This is an optimization exercise on Yosys and OpenROAD, whose aim is small area, a short achievable clock period and few clock cycles per item, not a production implementation. At most, simulation tests tie the RTL to the original design; equivalence was not proved. No driver is modelled on the clock port, so clocking that relies on it looks cheaper here than on a real chip. Power figures rest on the tool's default switching activity, not on a simulated workload.

==> inputs of job 3871 <==
// cnn_dvcon
module cnn_dvcon
(
  input  logic               aclk,
  input  logic               aresetn,
  input  logic [cnn_dvcon_pkg::TDATA_W-1:0] s_axis_tdata,
  input  logic               s_axis_tvalid,
  output logic               s_axis_tready,
  output logic [cnn_dvcon_pkg::ACC_W-1:0]   m_axis_tdata,
  output logic               m_axis_tvalid,
  input  logic               m_axis_tready
);
==> module cnn_dvcon_bsel, before the edit <==
module cnn_dvcon_bsel
(
  input  logic one,
  input  logic two,
  input  logic neg,
  input  logic x1,
  input  logic x0,
  output logic p
);
  assign p = ((one & x1) | (two & x0)) ^ neg;
endmodule
Settings: LEC_CHECK=0, CAP_MARGIN=20, CORE_MARGIN=2, CORE_UTILIZATION=40, CTS_BUF_LIST=sky130_fd_sc_hd__clkbuf_4 sky130_fd_sc_hd__clkbuf_8, PLACE_DENSITY=0.75, SETUP_SLACK_MARGIN=4.1, SLEW_MARGIN=20, SYNTH_HIERARCHICAL=1; clock period 8.0 ns.
standard.sh (not shown) runs the stock make flow with config.mk's settings and CLKGATE_MAP_FILE= SYNTH_SCRIPT=/design/flow/synth_recipe.tcl, a recipe that flattens the netlist after the stock synthesis.
==> flow/flow/run.sh <==
#!/bin/bash
# Standard layout (the standard.sh) with two changes:
#  - the port buffers are sky130_fd_sc_hd__buf_2 cells rather than the delay cells
#    buffer_ports picks by default;
#  - clock tree synthesis builds from clkbuf_4/clkbuf_8 and adds no dummy
#    load cells (otherwise the same clock_tree_synthesis arguments as ORFS).
set -e
export BUFFER_PORTS_ARGS="-buffer_cell sky130_fd_sc_hd__buf_2"
export CTS_ARGS="-sink_clustering_enable -repair_clock_nets -dont_use_dummy_load -buf_list {sky130_fd_sc_hd__clkbuf_4 sky130_fd_sc_hd__clkbuf_8}"
bash standard.sh > standard_flow.log 2>&1
==> job 7499 (differences from job 3871) <==
--- a/flow/design.v
+++ b/flow/design.v
@@ -39,13 +39,2 @@
 endmodule
-module cnn_dvcon_bsel
-(
-  input  logic one,
-  input  logic two,
-  input  logic neg,
-  input  logic x1,
-  input  logic x0,
-  output logic p
-);
-  assign p = ((one & x1) | (two & x0)) ^ neg;
-endmodule
 import cnn_dvcon_pkg::*;
Settings changed: CORE_UTILIZATION 40 to 65, SETUP_SLACK_MARGIN 4.1 to 4.0.
==> comparison <==
In fmax, job 3871 and job 7499 hardly differ.
Against job 3871, the wire length of job 7499 is lower by 1.6%.
In count of clock-buffer cells in the layout, job 3871 and job 7499 do not differ.
Final cell count: job 7499 is lower than job 3871 (about 10%).
In synthesized area, job 7499 and job 3871 do not differ.
First-iteration DRC count: job 3871 is lower than job 7499 (about 24%).
Utilization: job 7499 is higher than job 3871 (26 points).
In non-clock buffer count, job 7499 and job 3871 do not differ.
In register-to-register slack, job 3871 and job 7499 hardly differ.
Synthesized cell count is the same in job 7499 and job 3871.
Job 3871 ran to the end with no violations. Job 7499 went through all stages and came out clean.
Via count: job 3871 is lower than job 7499 (1.6%).
Testbench counts of job 3871, summed over its fixed seeds: cycles 16,016, items 16,000.
Testbench counts of job 7499, summed over its fixed seeds: cycles 16,016, items 16,000.

==> run a: inputs <==
Another version of the RTL of cnn_dvcon (not shown whole).
==> flow/config.mk <==
export PLATFORM = sky130hd
export DESIGN_NAME = cnn_dvcon
export DESIGN_NICKNAME = cnn_dvcon
export VERILOG_FILES = /design/flow/design.v
export SDC_FILE = /design/flow/constraint.sdc
export NUM_CORES = 4
export LEC_CHECK = 0
export CAP_MARGIN = 20
export CORE_MARGIN = 2
export CORE_UTILIZATION = 40
export CTS_BUF_LIST = sky130_fd_sc_hd__clkbuf_4 sky130_fd_sc_hd__clkbuf_8
export SETUP_SLACK_MARGIN = 4.0
export SLEW_MARGIN = 20
export SYNTH_HIERARCHICAL = 1
==> flow/constraint.sdc <==
create_clock -name core_clock -period 8.0 [get_ports {aclk}]
set_input_delay 1.6000 -clock core_clock [delete_from_list [all_inputs] [get_ports {aclk}]]
set_output_delay 1.6000 -clock core_clock [all_outputs]
set_load 0.01 [all_outputs]
==> flow/flow/run.sh <==
#!/bin/bash
# Standard layout (the standard.sh) with two changes:
#  - the port buffers are sky130_fd_sc_hd__buf_4 cells rather than the delay cells
#    buffer_ports picks by default;
#  - clock tree synthesis builds from clkbuf_4/clkbuf_8 and adds no dummy
#    load cells (otherwise the same clock_tree_synthesis arguments as ORFS).
set -e
export BUFFER_PORTS_ARGS="-buffer_cell sky130_fd_sc_hd__buf_4"
export CTS_ARGS="-sink_clustering_enable -repair_clock_nets -dont_use_dummy_load -buf_list {sky130_fd_sc_hd__clkbuf_4 sky130_fd_sc_hd__clkbuf_8}"
bash standard.sh > standard_flow.log 2>&1
==> run b: changes against run a <==
--- a/flow/design.v
+++ b/flow/design.v
@@ -38,15 +38,4 @@
   assign en = !m_valid || m_ready;
 endmodule
-module cnn_dvcon_bsel
-(
-  input  logic one,
-  input  logic two,
-  input  logic neg,
-  input  logic x1,
-  input  logic x0,
-  output logic p
-);
-  assign p = ((one & x1) | (two & x0)) ^ neg;
-endmodule
 import cnn_dvcon_pkg::*;
 module cnn_dvcon
==> flow/flow/run.sh (replaced) <==
#!/bin/bash
# Standard layout (the standard.sh) with two changes:
#  - the port buffers are sky130_fd_sc_hd__buf_2 cells rather than the delay cells
#    buffer_ports picks by default;
#  - clock tree synthesis builds from clkbuf_4/clkbuf_8 and adds no dummy
#    load cells (otherwise the same clock_tree_synthesis arguments as ORFS).
set -e
export BUFFER_PORTS_ARGS="-buffer_cell sky130_fd_sc_hd__buf_2"
export CTS_ARGS="-sink_clustering_enable -repair_clock_nets -dont_use_dummy_load -buf_list {sky130_fd_sc_hd__clkbuf_4 sky130_fd_sc_hd__clkbuf_8}"
bash standard.sh > standard_flow.log 2>&1
- CORE_UTILIZATION: 40 -> 65
- PLACE_DENSITY: default -> 0.75
==> run c: changes against run a <==
==> flow/flow/run.sh (replaced) <==
#!/bin/bash
# Standard layout (the standard.sh), except that the port buffers are
# sky130_fd_sc_hd__buf_2 cells rather than the delay cells buffer_ports picks by default.
set -e
export BUFFER_PORTS_ARGS="-buffer_cell sky130_fd_sc_hd__buf_2"
export CTS_ARGS="-sink_clustering_enable -repair_clock_nets -dont_use_dummy_load -buf_list {sky130_fd_sc_hd__clkbuf_4 sky130_fd_sc_hd__clkbuf_8}"
bash standard.sh > standard_flow.log 2>&1
==> comparison <==
Flip-flop and latch count is the same in run a and run c.
The lowest first-iteration DRC count belongs to run c, the highest to run b.
Against run b, the final area of run c is larger by 1.3%.
The lowest setup slack belongs to run c, the highest to run a.
Critical path depth is the same in run b and run a.
Global-route usage: run a < run c < run b.
The lowest utilization belongs to run c, the highest to run b.
No run of this note included a check of the RTL's function; only the layout flow was run.

==> job 8029 <==
Another version of the RTL of cnn_dvcon (not shown whole).
==> flow/config.mk <==
export PLATFORM = sky130hd
export DESIGN_NAME = cnn_dvcon
export DESIGN_NICKNAME = cnn_dvcon
export VERILOG_FILES = /design/flow/design.v
export SDC_FILE = /design/flow/constraint.sdc
export NUM_CORES = 4
export LEC_CHECK = 0
export CAP_MARGIN = 20
export CORE_MARGIN = 2
export CORE_UTILIZATION = 40
export SLEW_MARGIN = 20
export SYNTH_HIERARCHICAL = 1
==> flow/constraint.sdc <==
create_clock -name core_clock -period 8.0 [get_ports {aclk}]
set_input_delay 1.6000 -clock core_clock [delete_from_list [all_inputs] [get_ports {aclk}]]
set_output_delay 1.6000 -clock core_clock [all_outputs]
set_load 0.01 [all_outputs]
==> flow/flow/run.sh <==
#!/bin/bash
# Standard layout, except that the port buffers are buf_2 cells rather than
# the delay cells buffer_ports picks by default.
set -e
export BUFFER_PORTS_ARGS="-buffer_cell sky130_fd_sc_hd__buf_2"
bash standard.sh > standard_flow.log 2>&1
==> inputs of job 7053, as changes to job 8029 <==
--- a/flow/design.v
+++ b/flow/design.v
@@ -17,10 +17,21 @@
   output logic co
 );
   assign s  = a ^ b ^ c;
   assign co = (a & b) | (a & c) | (b & c);
 endmodule
+module cnn_dvcon_bsel
+(
+  input  logic one,
+  input  logic two,
+  input  logic neg,
+  input  logic x1,
+  input  logic x0,
+  output logic p
+);
+  assign p = ((one & x1) | (two & x0)) ^ neg;
+endmodule
 import cnn_dvcon_pkg::*;
 module cnn_dvcon
 (
   input  logic               aclk,
   input  logic               aresetn,
@@ -2988,11 +2999,11 @@
       r0_fs_533 <= fs_533;
       r0_fc_531 <= fc_531;
       r0_fs_534 <= fs_534;
       r0_fc_534 <= fc_534;
     end
-  assign rowa = {1'b1, r0_fc_534, fs_559, fs_558, fs_556, fc_552, fc_550, fc_548, fc_545, fs_545, fc_540, fc_538, fc_537, fs_537, fs_535, r0_fs_96, r0_fs_60, r0_fs_33, r0_fs_14, r0_fs_3};
-  assign rowb = {1'b0, fc_559, 1'b0, 1'b0, 1'b0, fs_554, fs_552, fs_550, fs_548, 1'b0, fs_542, fs_540, fs_538, 1'b0, 1'b0, 1'b0, 1'b0, 1'b0, 1'b0, 1'b0};
+  assign rowa = {1'b1, r0_fc_534, fs_559, fs_558, fs_556, fc_552, fs_552, fc_548, fc_545, fs_545, fc_540, fc_538, fc_537, fs_537, fs_535, r0_fs_96, r0_fs_60, r0_fs_33, r0_fs_14, r0_fs_3};
+  assign rowb = {1'b0, fc_559, 1'b0, 1'b0, 1'b0, fs_554, fc_550, fs_550, fs_548, 1'b0, fs_542, fs_540, fs_538, 1'b0, 1'b0, 1'b0, 1'b0, 1'b0, 1'b0, 1'b0};
   assign msum = rowa + rowb;
   assign sum = ~msum;
   assign m_axis_tdata = sum;
 endmodule
==> flow/flow/run.sh (replaced) <==
#!/bin/bash
# Standard layout (the standard.sh), except that the port buffers are
# sky130_fd_sc_hd__buf_2 cells rather than the delay cells buffer_ports picks by default.
set -e
export BUFFER_PORTS_ARGS="-buffer_cell sky130_fd_sc_hd__buf_2"
bash standard.sh > standard_flow.log 2>&1
- CORE_UTILIZATION: 40 -> 70
- PLACE_DENSITY: unset -> 0.8
==> inputs of job 7708, as changes to job 8029 <==
==> flow/run.sh (new file) <==
#!/bin/bash
# synth_recipe.tcl (not shown) runs the flow's synth.tcl, then flattens the netlist and writes it again
# the make line also repeats each setting of config.mk as NAME=value (left out here)
make -C /OpenROAD-flow-scripts/flow DESIGN_CONFIG=/design/flow/config.mk WORK_HOME=/design/flow/orfs CLKGATE_MAP_FILE= SYNTH_SCRIPT=/design/flow/synth_recipe.tcl finish
removed: flow/flow/run.sh
removed: flow/standard.sh
==> results.txt <==
Worst supply voltage drop on vdd: job 7708 0.521 mV; job 8029 0.338 mV; job 7053 0.860 mV
Number of detailed-route iterations in the first pass: job 7708 7; job 8029 9; job 7053 10
Worst-case register-to-register setup slack: job 7708 6.49 ns; job 8029 6.57 ns; job 7053 6.42 ns
Path length in cells of the critical path: job 7708 10; job 8029 10; job 7053 9
Crit Path Class: job 7708 primary input to flop; job 8029 flop to output port; job 7053 primary input to flop
Ratio of cells with drive above 1 in the final layout: job 7708 0.747%; job 8029 12.3%; job 7053 12.4%
Post-detail-place hpwl: job 7708 50700 um; job 8029 50700 um; job 7053 48900 um
Share of total power consumed by net switching: job 7708 47.7%; job 8029 50.5%; job 7053 51.5%
Hold slack final: job 7708 0.946 ns; job 8029 0.898 ns; job 7053 1.05 ns
Core area: job 7708 0.0399 mm^2; job 8029 0.0399 mm^2; job 7053 0.0227 mm^2
Number of vias in the routed layout: job 7708 11.2k; job 8029 11.1k; job 7053 12.4k
Library cell contributing the largest single delay on the critical path: job 7708 clkdlybuf4s50_1; job 8029 fa_1; job 7053 fa_1
Clock Power Share: job 7708 2.7%; job 8029 2.8%; job 7053 2.5%
Outcome: job 7708 no timing/DRC/antenna violations; job 8029 no timing/DRC/antenna violations; job 7053 no timing/DRC/antenna violations
Tightest Pin Transition: job 7708 0.811 ns; job 8029 0.742 ns; job 7053 0.743 ns
Top sig layer: job 7708 met4; job 8029 met4; job 7053 met5
Critical Path Sink: job 7708 r0_fs_488; job 8029 m_axis_tdata[18]; job 7053 r0_fs_252
Testbench counts of job 7053, summed over its fixed seeds: cycles 16,008, items 16,000.
Function not checked in job 8029 and job 7708: the RTL went through the layout flow alone.

==> run F: inputs <==
cnn_dvcon with an RTL version that a note above also has.
clock: 8.0 ns
lec_check: 0
cap_margin: 20
core_margin: 2
core_utilization: 40
cts_buf_list: sky130_fd_sc_hd__clkbuf_4 sky130_fd_sc_hd__clkbuf_8
setup_slack_margin: 4.0
slew_margin: 20
synth_hierarchical: 1
==> flow/flow/run.sh <==
#!/bin/bash
# Standard layout (the standard.sh), except that the port buffers are
# sky130_fd_sc_hd__buf_2 cells rather than the delay cells buffer_ports picks by default.
set -e
export BUFFER_PORTS_ARGS="-buffer_cell sky130_fd_sc_hd__buf_2"
export CTS_ARGS="-sink_clustering_enable -repair_clock_nets -dont_use_dummy_load -buf_list {sky130_fd_sc_hd__clkbuf_4 sky130_fd_sc_hd__clkbuf_8}"
bash standard.sh > standard_flow.log 2>&1
==> inputs of run E, as changes to run F <==
==> flow/flow/run.sh (replaced) <==
#!/bin/bash
# Standard layout (the standard.sh), except that the port buffers are
# sky130_fd_sc_hd__buf_2 cells rather than the delay cells buffer_ports picks by default.
set -e
export BUFFER_PORTS_ARGS="-buffer_cell sky130_fd_sc_hd__buf_2"
bash standard.sh > standard_flow.log 2>&1
--- a/flow/config.mk
+++ b/flow/config.mk
@@ -8,7 +8,5 @@
 export CAP_MARGIN = 20
 export CORE_MARGIN = 2
 export CORE_UTILIZATION = 40
-export CTS_BUF_LIST = sky130_fd_sc_hd__clkbuf_4 sky130_fd_sc_hd__clkbuf_8
-export SETUP_SLACK_MARGIN = 4.0
 export SLEW_MARGIN = 20
 export SYNTH_HIERARCHICAL = 1
==> inputs of run Z, as changes to run F <==
==> flow/flow/run.sh (replaced) <==
#!/bin/bash
# Standard layout (the standard.sh) with two changes:
#  - the port buffers are sky130_fd_sc_hd__buf_2 cells rather than the delay cells
#    buffer_ports picks by default;
#  - clock tree synthesis builds from clkbuf_4/clkbuf_8 and adds no dummy
#    load cells (otherwise the same clock_tree_synthesis arguments as ORFS).
set -e
export BUFFER_PORTS_ARGS="-buffer_cell sky130_fd_sc_hd__buf_2"
export CTS_ARGS="-sink_clustering_enable -repair_clock_nets -dont_use_dummy_load -buf_list {sky130_fd_sc_hd__clkbuf_4 sky130_fd_sc_hd__clkbuf_8}"
bash standard.sh > standard_flow.log 2>&1
--- a/flow/config.mk
+++ b/flow/config.mk
@@ -7,8 +7,9 @@
 export LEC_CHECK = 0
 export CAP_MARGIN = 20
 export CORE_MARGIN = 2
-export CORE_UTILIZATION = 40
+export CORE_UTILIZATION = 65
 export CTS_BUF_LIST = sky130_fd_sc_hd__clkbuf_4 sky130_fd_sc_hd__clkbuf_8
+export PLACE_DENSITY = 0.75
 export SETUP_SLACK_MARGIN = 4.0
 export SLEW_MARGIN = 20
 export SYNTH_HIERARCHICAL = 1
==> results.txt <==
In run E the utilization is higher than in run F, by 0.70 points. In synthesized area, run F and run E do not differ. Of run Z and run F, run F has the higher die area (gap about 40%, measured against run F). First-iteration DRC count, lowest first: run F, run E, run Z. In critical path depth, run Z and run E do not differ. Sequential share of layout area: run Z > run F > run E. Cell area: run E is higher than run Z (about 3%). The highest clock skew belongs to run F, the lowest to run E. In sequential power, run Z and run E hardly differ. Global-route usage, highest first: run Z, run F, run E.
Testbench counts of run F, summed over its fixed seeds: cycles 16,016, items 16,000.
Testbench counts of run E, summed over its fixed seeds: cycles 16,016, items 16,000.
Testbench counts of run Z, summed over its fixed seeds: cycles 16,016, items 16,000.

==> job 6010: inputs <==
cnn_dvcon, a different RTL version from the one above (not shown whole).
==> flow/config.mk <==
export PLATFORM = sky130hd
export DESIGN_NAME = cnn_dvcon
export DESIGN_NICKNAME = cnn_dvcon
export VERILOG_FILES = /design/flow/design.v
export SDC_FILE = /design/flow/constraint.sdc
export NUM_CORES = 4
export LEC_CHECK = 0
export CAP_MARGIN = 20
export CORE_MARGIN = 2
export CORE_UTILIZATION = 65
export CTS_BUF_LIST = sky130_fd_sc_hd__clkbuf_4 sky130_fd_sc_hd__clkbuf_8
export PLACE_DENSITY = 0.75
export SETUP_SLACK_MARGIN = 4.0
export SLEW_MARGIN = 20
export SYNTH_HIERARCHICAL = 1
==> flow/constraint.sdc <==
create_clock -name core_clock -period 8.0 [get_ports {aclk}]
set_input_delay 1.6000 -clock core_clock [delete_from_list [all_inputs] [get_ports {aclk}]]
set_output_delay 1.6000 -clock core_clock [all_outputs]
set_load 0.01 [all_outputs]
==> flow/flow/run.sh <==
#!/bin/bash
# Standard layout (the standard.sh) with two changes:
#  - the port buffers are sky130_fd_sc_hd__buf_2 cells rather than the delay cells
#    buffer_ports picks by default;
#  - clock tree synthesis builds from clkbuf_4/clkbuf_8 and adds no dummy
#    load cells (otherwise the same clock_tree_synthesis arguments as ORFS).
set -e
export BUFFER_PORTS_ARGS="-buffer_cell sky130_fd_sc_hd__buf_2"
export CTS_ARGS="-sink_clustering_enable -repair_clock_nets -dont_use_dummy_load -buf_list {sky130_fd_sc_hd__clkbuf_4 sky130_fd_sc_hd__clkbuf_8}"
bash standard.sh > standard_flow.log 2>&1
==> job 4798: changes against job 6010 <==
Settings changed: SETUP_SLACK_MARGIN 4.0 to 4.5.
==> comparison table <==
| quantity | job 6010 | job 4798 |
|---|---|---|
| Run status | no timing/DRC/antenna violations | no timing/DRC/antenna violations |
| Fraction of area in non-clock buffers | 0.0374 | 0.0372 |
| Post-Place Setup Slack | 4.07 ns | 4.10 ns |
| Comb power | 7410 µW | 7450 µW |
| Time the worst path needs with I/O delays and setup | 3.79 ns | 3.60 ns |
| Switching portion of total power | 0.429 | 0.426 |
| CP startpoint | r0_fc_118 | r0_fs_202 |
| Ratio of cells with drive above 1 in the final layout | 0.129 | 0.184 |
| Clock network power | 918 µW | 964 µW |
| Power Total | 11500 µW | 11600 µW |
| Slack of the worst reg-to-reg path | 4.21 ns | 4.40 ns |
| Final routed wirelength across all metal layers | 68200 µm | 66500 µm |
| Worst-case headroom to the max-slew limit | 0.381 | 0.263 |
| GRT met3 Usage | 0.172 | 0.158 |
| Met3 wire length | 10400 µm | 9650 µm |
| Area growth syn-to-layout | 8.37% | 10.1% |
| Data required, critical path | 8.30 ns | 8.28 ns |
| Met1 routed wirelength after detailed routing | 23800 µm | 24500 µm |
Function was not checked in any run of this note: the RTL went through the layout flow alone.

==> what the ideal ports hide <==
In the flow no input, the clock included, has a driving cell. The finished layouts below were timed again as built, in two steps.
Step 1 assumes that a clkbuf_16 drives the clock port and a buf_2 every other input.
Step 2 adds t to the input delays and takes it off the output delays; t is the mean of the earliest and latest rising clock arrival at the registers after step 1. Input paths then give back, and output paths get back, about the clock's delay inside the block.
a / b / c = no drivers / after step 1 / after step 2; a / b = the first two.
| run | t, ns | slack for setup (ns) | worst setup path at the end | worst register clock-pin slew, ns |
|---|---|---|---|---|
| job 3871 | 0.528 | 4.122 / 4.149 / 3.620 | input to register | 0.11 / 0.11 |
| job 7499 | 0.509 | 4.120 / 4.147 / 3.638 | input to register | 0.10 / 0.10 |
| run a | 0.509 | 4.089 / 4.112 / 3.603 | input to register | 0.10 / 0.10 |
| run b | 0.496 | 4.029 / 4.049 / 3.553 | input to register | 0.10 / 0.10 |
| run c | 0.511 | 4.004 / 4.030 / 3.519 | input to register | 0.10 / 0.10 |
| job 8029 | 0.350 | 2.467 / 2.424 / 2.207 | input to register | 0.07 / 0.07 |
| job 7053 | 0.349 | 2.358 / 2.372 / 2.025 | input to register | 0.09 / 0.09 |
| job 7708 | 0.357 | 1.903 / 1.924 / 1.566 | input to register | 0.08 / 0.08 |
| run F | 0.524 | 4.111 / 4.137 / 3.613 | input to register | 0.10 / 0.10 |
| run E | 0.498 | 3.959 / 3.986 / 3.488 | input to register | 0.08 / 0.08 |
| run Z | 0.509 | 4.120 / 4.147 / 3.638 | input to register | 0.10 / 0.10 |
| job 6010 | 0.590 | 4.212 / 4.212 / 4.054 | input to register | 0.07 / 0.07 |
| job 4798 | 0.593 | 4.400 / 4.400 / 4.017 | input to register | 0.06 / 0.06 |
After both steps every run listed still meets setup and hold. The setup slack of job 3871, which loses most, moves by +0.027 ns with the drivers and by -0.502 ns with both steps.
